Context: an optimization exercise on an open-source flow, tuned for small area. The choices shown serve that exercise and are no tape-out recipe.
In this exercise RTL edits were held to simulation tests only and were not proved equivalent to the original.
Power and IR drop assume default switching activity.

Setup of exp/indigo:
==> flow/design.v <==
`timescale 1ns/1ps
package dac_spi_pkg;
  localparam logic [3:0] CMD_WR_IN      = 4'h0;
  localparam logic [3:0] CMD_UPD        = 4'h1;
  localparam logic [3:0] CMD_WR_UPD_ALL = 4'h2;
  localparam logic [3:0] CMD_WR_UPD     = 4'h3;
  localparam int DAC_FRAME_BITS = 24;
  localparam int COMM_MSB       = 23;
  localparam int ADDR_MSB       = 19;
  localparam int DATA_MSB       = 15;
  typedef enum logic [1:0] {
    ST_IDLE  = 2'd0,
    ST_SHIFT = 2'd1,
    ST_DONE  = 2'd2
  } rx_state_e;
endpackage
`timescale 1ns/1ps
module spi_in_sync #(
  parameter int   STAGES  = 2,
  parameter logic RST_VAL = 1'b0
) (
  input  logic clk,
  input  logic rst,
  input  logic din,
  output logic dout,
  output logic rise,
  output logic fall
);
  logic [STAGES-1:0] sync_q, sync_d;
  logic              prev_q, prev_d;
  always_comb begin
    sync_d = {sync_q[STAGES-2:0], din};
    prev_d = sync_q[STAGES-1];
  end
  always_ff @(posedge clk or negedge rst) begin
    if (!rst) begin
      sync_q <= {STAGES{RST_VAL}};
      prev_q <= RST_VAL;
    end else begin
      sync_q <= sync_d;
      prev_q <= prev_d;
    end
  end
  assign dout = sync_q[STAGES-1];
  assign rise = dout & ~prev_q;
  assign fall = ~dout & prev_q;
endmodule
`timescale 1ns/1ps
module dac_spi_rx #(
  parameter int SYNC_STAGES = 2,
  parameter int NBITS       = 24,
  parameter int NCH         = 16
) (
  input  logic        clk,
  input  logic        rst,
  input  logic        spi_sync,
  input  logic        spi_sclk,
  input  logic        spi_data,
  input  logic [3:0]  rd_addr,
  output logic [15:0] rd_data,
  output logic        rx_valid,
  output logic [3:0]  rx_comm,
  output logic [3:0]  rx_addr,
  output logic [15:0] rx_data,
  output logic        frame_err,
  output logic        busy
);
  logic sync_s, sync_rise, sync_fall;
  logic sclk_s, sclk_rise, sclk_fall;
  logic data_s, data_rise, data_fall;
  logic unused_edges;
  spi_in_sync #(.STAGES(SYNC_STAGES), .RST_VAL(1'b1)) u_sync_sync (
    .clk(clk), .rst(rst), .din(spi_sync), .dout(sync_s), .rise(sync_rise), .fall(sync_fall));
  spi_in_sync #(.STAGES(SYNC_STAGES), .RST_VAL(1'b1)) u_sclk_sync (
    .clk(clk), .rst(rst), .din(spi_sclk), .dout(sclk_s), .rise(sclk_rise), .fall(sclk_fall));
  spi_in_sync #(.STAGES(SYNC_STAGES), .RST_VAL(1'b0)) u_data_sync (
    .clk(clk), .rst(rst), .din(spi_data), .dout(data_s), .rise(data_rise), .fall(data_fall));
  assign unused_edges = ^{sync_s, sclk_s, sclk_rise, data_rise, data_fall};
  dac_spi_pkg::rx_state_e                 state_q, state_d;
  logic [dac_spi_pkg::DAC_FRAME_BITS-1:0] sr_q, sr_d;
  logic [4:0]                cnt_q, cnt_d;
  logic                      rx_valid_q, rx_valid_d;
  logic                      frame_err_q, frame_err_d;
  logic [3:0]                rx_comm_q, rx_comm_d;
  logic [3:0]                rx_addr_q, rx_addr_d;
  logic [15:0]               rx_data_q, rx_data_d;
  logic                      good;
  always_comb begin
    state_d     = state_q;
    sr_d        = sr_q;
    cnt_d       = cnt_q;
    good        = 1'b0;
    frame_err_d = 1'b0;
    case (state_q)
      dac_spi_pkg::ST_IDLE: begin
        if (sync_fall) begin
          state_d = dac_spi_pkg::ST_SHIFT;
          cnt_d   = '0;
        end
      end
      dac_spi_pkg::ST_SHIFT: begin
        if (sclk_fall) begin
          sr_d = {sr_q[dac_spi_pkg::DAC_FRAME_BITS-2:0], data_s};
          if (cnt_q != 5'd31) cnt_d = cnt_q + 5'd1;
        end
        if (sync_rise) state_d = dac_spi_pkg::ST_DONE;
      end
      dac_spi_pkg::ST_DONE: begin
        state_d = dac_spi_pkg::ST_IDLE;
        if (cnt_q == 5'(NBITS)) good = 1'b1;
        else                    frame_err_d = 1'b1;
      end
      default: state_d = dac_spi_pkg::ST_IDLE;
    endcase
    rx_valid_d = good;
    rx_comm_d  = good ? sr_q[dac_spi_pkg::COMM_MSB -: 4]  : rx_comm_q;
    rx_addr_d  = good ? sr_q[dac_spi_pkg::ADDR_MSB -: 4]  : rx_addr_q;
    rx_data_d  = good ? sr_q[dac_spi_pkg::DATA_MSB -: 16] : rx_data_q;
  end
  always_ff @(posedge clk or negedge rst) begin
    if (!rst) begin
      state_q     <= dac_spi_pkg::ST_IDLE;
      cnt_q       <= '0;
      rx_valid_q  <= 1'b0;
      frame_err_q <= 1'b0;
      rx_comm_q   <= '0;
      rx_addr_q   <= '0;
      rx_data_q   <= '0;
    end else begin
      state_q     <= state_d;
      cnt_q       <= cnt_d;
      rx_valid_q  <= rx_valid_d;
      frame_err_q <= frame_err_d;
      rx_comm_q   <= rx_comm_d;
      rx_addr_q   <= rx_addr_d;
      rx_data_q   <= rx_data_d;
    end
  end
  always_ff @(posedge clk) sr_q <= sr_d;
  logic [NCH-1:0][15:0] in_r, out_r;      
  logic [3:0]           ptr_q;            
  logic                 ready_q;          
  logic                 pend_q;           
  logic                 run_q;            
  logic                 act;              
  logic                 c_wr;             
  logic                 p_hit, p_upd;
  logic [15:0]          in_new, out_new;
  assign c_wr  = (rx_comm_q[1:0] != 2'd1);
  assign act   = pend_q & (run_q | (ptr_q == 4'd0));
  assign p_hit = (ptr_q == rx_addr_q);
  assign p_upd = (rx_comm_q[1:0] == 2'd2) | (rx_comm_q[0] & p_hit);
  assign in_new  = (~ready_q | (act & c_wr & p_hit)) ? rx_data_q : in_r[0];
  assign out_new = (~ready_q | (act & p_upd)) ? in_new : out_r[0];
  always_ff @(posedge clk) begin
    in_r  <= {in_new,  in_r[NCH-1:1]};
    out_r <= {out_new, out_r[NCH-1:1]};
  end
  always_ff @(posedge clk or negedge rst) begin
    if (!rst) begin
      ptr_q   <= '0;
      ready_q <= 1'b0;
      pend_q  <= 1'b0;
      run_q   <= 1'b0;
    end else begin
      ptr_q <= ptr_q + 4'd1;
      if (ptr_q == 4'd15) ready_q <= 1'b1;
      if (good) begin
        pend_q <= (sr_q[dac_spi_pkg::COMM_MSB -: 2] == 2'd0);
      end else if (act) begin
        if (ptr_q == 4'd15) begin
          pend_q <= 1'b0;
          run_q  <= 1'b0;
        end else begin
          run_q  <= 1'b1;
        end
      end
    end
  end
  logic [3:0]  nq;       
  logic [1:0]  r_lo, r_hi;
  logic        r_c2, r_done;
  logic        r_hit, r_upd, r_new, use_rx, use_in;
  logic [3:0][15:0] r_out4, r_in4;
  logic [15:0] r_out, r_in;
  logic [3:0]  h0, h1;   
  assign nq = 4'd0 - ptr_q;
  assign r_lo[0] = rd_addr[0] ? ~nq[0] : nq[0];
  assign r_lo[1] = rd_addr[1] ? ~(rd_addr[0] ? (nq[1] ^ nq[0]) : nq[1])
                              :  (rd_addr[0] ? (nq[1] ^ nq[0]) : nq[1]);
  assign r_c2 = rd_addr[1] ? (nq[1] | (rd_addr[0] & nq[0])) : (nq[1] & rd_addr[0] & nq[0]);
  assign h0 = {2'b00, nq[3:2]};
  assign h1 = {2'b00, nq[3:2] + 2'd1};
  always_comb begin
    logic [1:0] e;
    e = r_c2 ? h1[1:0] : h0[1:0];
    r_hi[0] = rd_addr[2] ? ~e[0] : e[0];
    r_hi[1] = rd_addr[3] ? ~(rd_addr[2] ? (e[1] ^ e[0]) : e[1])
                         :  (rd_addr[2] ? (e[1] ^ e[0]) : e[1]);
  end
  always_comb begin
    logic lt1, lt2;
    lt1    = rd_addr[1] ? (ptr_q[1] & ~rd_addr[0] & ptr_q[0]) : (ptr_q[1] | (~rd_addr[0] & ptr_q[0]));
    lt2    = rd_addr[2] ? (ptr_q[2] & lt1) : (ptr_q[2] | lt1);
    r_done = rd_addr[3] ? (ptr_q[3] & lt2) : (ptr_q[3] | lt2);
  end
  always_comb begin
    for (int g = 0; g < 4; g++) begin
      r_out4[g] = out_r[4*g + r_lo];
      r_in4[g]  = in_r[4*g + r_lo];
    end
  end
  assign r_out = r_out4[r_hi];
  assign r_in  = r_in4[r_hi];
  assign r_hit = (rd_addr == rx_addr_q);
  assign r_upd = (rx_comm_q[1:0] == 2'd2) | (rx_comm_q[0] & r_hit);
  assign r_new = pend_q & ~(run_q & r_done) & r_upd;
  assign use_rx = ~ready_q | (r_new & c_wr & r_hit);
  assign use_in = r_new;
  always_comb begin
    if (use_rx)      rd_data = rx_data_q;
    else if (use_in) rd_data = r_in;
    else             rd_data = r_out;
  end
  assign rx_valid  = rx_valid_q;
  assign frame_err = frame_err_q;
  assign rx_comm   = rx_comm_q;
  assign rx_addr   = rx_addr_q;
  assign rx_data   = rx_data_q;
  assign busy      = (state_q == dac_spi_pkg::ST_SHIFT);
endmodule
export LEC_CHECK = 0
export CAP_MARGIN = 20
export CORE_MARGIN = 2
export CORE_UTILIZATION = 40
export GPL_TIMING_DRIVEN = 0
export SLEW_MARGIN = 20
create_clock -name core_clock -period 5.0 [get_ports {clk}]
standard.sh (not shown) runs the stock make flow with config.mk's settings and CLKGATE_MAP_FILE= SYNTH_SCRIPT=/design/flow/synth_recipe.tcl, a recipe that flattens the netlist after the stock synthesis.
==> flow/flow/run.sh <==
#!/bin/bash
# Own layout flow: the standard synthesis, then the standard ORFS steps with:
#  - port buffers of a plain buffer cell (sky130_fd_sc_hd__buf_2) that the resizer may resize
#    freely (MATCH_CELL_FOOTPRINT=0), instead of a delay-buffer footprint,
#  - clock tree synthesis with small clock buffers and small sink clusters, and no dummy
#    balancing loads.
# Each tool's output goes to synth.log / layout.log in the work folder.
set -euo pipefail
cd "$(dirname "$0")/.."
bash standard.sh synth > synth.log 2>&1
bash standard.sh \
  "BUFFER_PORTS_ARGS=-buffer_cell sky130_fd_sc_hd__buf_2" \
  "CTS_ARGS=-sink_clustering_enable -repair_clock_nets -sink_clustering_size 8 -sink_clustering_max_diameter 25 -buf_list {sky130_fd_sc_hd__clkbuf_2 sky130_fd_sc_hd__clkbuf_4 sky130_fd_sc_hd__clkbuf_8} -dont_use_dummy_load" \
  "MATCH_CELL_FOOTPRINT=0" \
  finish > layout.log 2>&1
Input changes introduced in exp/fjord (baseline for comparison: exp/indigo):
diff --git a/flow/flow/run.sh b/flow/flow/run.sh
--- a/flow/flow/run.sh
+++ b/flow/flow/run.sh
@@ -13 +13 @@
-  "CTS_ARGS=-sink_clustering_enable -repair_clock_nets -sink_clustering_size 8 -sink_clustering_max_diameter 25 -buf_list {sky130_fd_sc_hd__clkbuf_2 sky130_fd_sc_hd__clkbuf_4 sky130_fd_sc_hd__clkbuf_8} -dont_use_dummy_load" \
+  "CTS_ARGS=-sink_clustering_enable -repair_clock_nets -sink_clustering_size 6 -sink_clustering_max_diameter 20 -buf_list {sky130_fd_sc_hd__clkbuf_2} -dont_use_dummy_load" \
Findings:
exp/fjord: all stages complete, timing, DRC and antenna checks passed. | met2 track demand over resource in global routing | exp/fjord vs exp/indigo | 1.2 points higher |. Min post-CTS resize count across exp/fjord and exp/indigo: exp/indigo. Share of async-settable or async-resettable flops after synthesis of exp/fjord is on par with exp/indigo.
For exp/raven, these inputs were changed with respect to exp/fjord:
Settings: CORE_UTILIZATION now 60, was 40.
diff --git a/flow/flow/run.sh b/flow/flow/run.sh
--- a/flow/flow/run.sh
+++ b/flow/flow/run.sh
@@ -13 +13 @@
-  "CTS_ARGS=-sink_clustering_enable -repair_clock_nets -sink_clustering_size 6 -sink_clustering_max_diameter 20 -buf_list {sky130_fd_sc_hd__clkbuf_2} -dont_use_dummy_load" \
+  "CTS_ARGS=-sink_clustering_enable -repair_clock_nets -sink_clustering_size 10 -sink_clustering_max_diameter 30 -buf_list {sky130_fd_sc_hd__clkbuf_4} -dont_use_dummy_load" \
--- outcome ---
Compared with exp/fjord, exp/raven shows a worst-case register-to-register setup slack that is 0.10 ns higher.
Diff exp/fjord and exp/raven: area of the multi-input gates higher in exp/fjord
[compare] base=exp/fjord new=exp/raven: worst-case hold slack rose 0.14 ns; async set-or-reset flop fraction in the synthesized netlist flat.
On total power, exp/fjord loses to exp/raven.
Compared with exp/fjord, exp/raven shows a higher critical path depth in cells.
Relative to exp/fjord, the combinational power of exp/raven is lower by 13%.
Lower clock network fraction of design power goes to exp/raven over exp/fjord.
From exp/fjord to exp/raven, synthesized area did not move at all.
Re global-route usage: exp/raven is 6.8 points up on exp/fjord.
### exp/raven -> exp/garnet
Settings: CORE_UTILIZATION now 40, was 60.
==> flow/flow/run.sh <==
#!/bin/bash
# Own layout flow: the standard synthesis and ORFS steps, with three changes:
#  - port buffers use a small buffer cell instead of the default one,
#  - clock tree synthesis inserts no dummy balancing loads,
#  - after global routing, repair_timing recovers area on paths with positive slack.
set -euo pipefail
cd "$(dirname "$0")/.."
bash standard.sh synth > synth.log 2>&1
bash standard.sh \
  "BUFFER_PORTS_ARGS=-buffer_cell sky130_fd_sc_hd__buf_2" \
  "CTS_ARGS=-sink_clustering_enable -repair_clock_nets -sink_clustering_size 16 -sink_clustering_max_diameter 40 -buf_list {sky130_fd_sc_hd__clkbuf_4 sky130_fd_sc_hd__clkbuf_8} -dont_use_dummy_load" \
  "MATCH_CELL_FOOTPRINT=0" \
  finish > layout.log 2>&1
## What came out
[compare] base=exp/raven new=exp/garnet: post-route worst setup slack dropped 0.013 ns, met3 layer wire length in the routed design climbed about 20%, fmax barely changed, cell count climbed 159, global-route usage over all layers dropped 8.1 points. Transition time of the tightest slew-check pin in exp/garnet is 0.010 ns higher than in exp/raven. From exp/raven to exp/garnet the numbers moved as follows: power attributed to combinational cells grew by about 7%, power share of the combinational group grew by 0.3 points, number of buffer and inverter stages on the critical path grew by 2, clock latency on the worst-skew pair shrank by 0.16 ns. exp/garnet vs exp/raven, class of the most critical hold timing path: flop to flop vs primary input to async pin.

-- separate check: timing with driven ports --
No port has a modelled driver above. Below, the same layouts with a new extraction and two added sets of constraints. Step 1, drivers: a clkbuf_16 drives clk and a buf_2 each remaining input, both assumed. Step 2 times the ports against the registers' clock, not the clock port: input delays grow and output delays shrink by t, the midpoint of the rising clock arrivals with the driver on. Three values: ideal ports, drivers, drivers and shift; two values: the first two.
run	t, ns	setup slack, ns	worst register clock-pin slew, ns
exp/indigo	0.684	0.137 / 0.113 / 0.115	0.06 / 0.06
exp/fjord	1.092	0.067 / 0.021 / 0.292	0.12 / 0.12
exp/raven	0.761	0.140 / 0.103 / 0.103	0.10 / 0.10
exp/garnet	0.655	0.127 / 0.105 / 0.105	0.09 / 0.09
After both steps setup and hold are still met in every run listed. The setup slack of exp/raven, which loses most, moves by -0.037 ns with the drivers and by -0.037 ns with both steps.
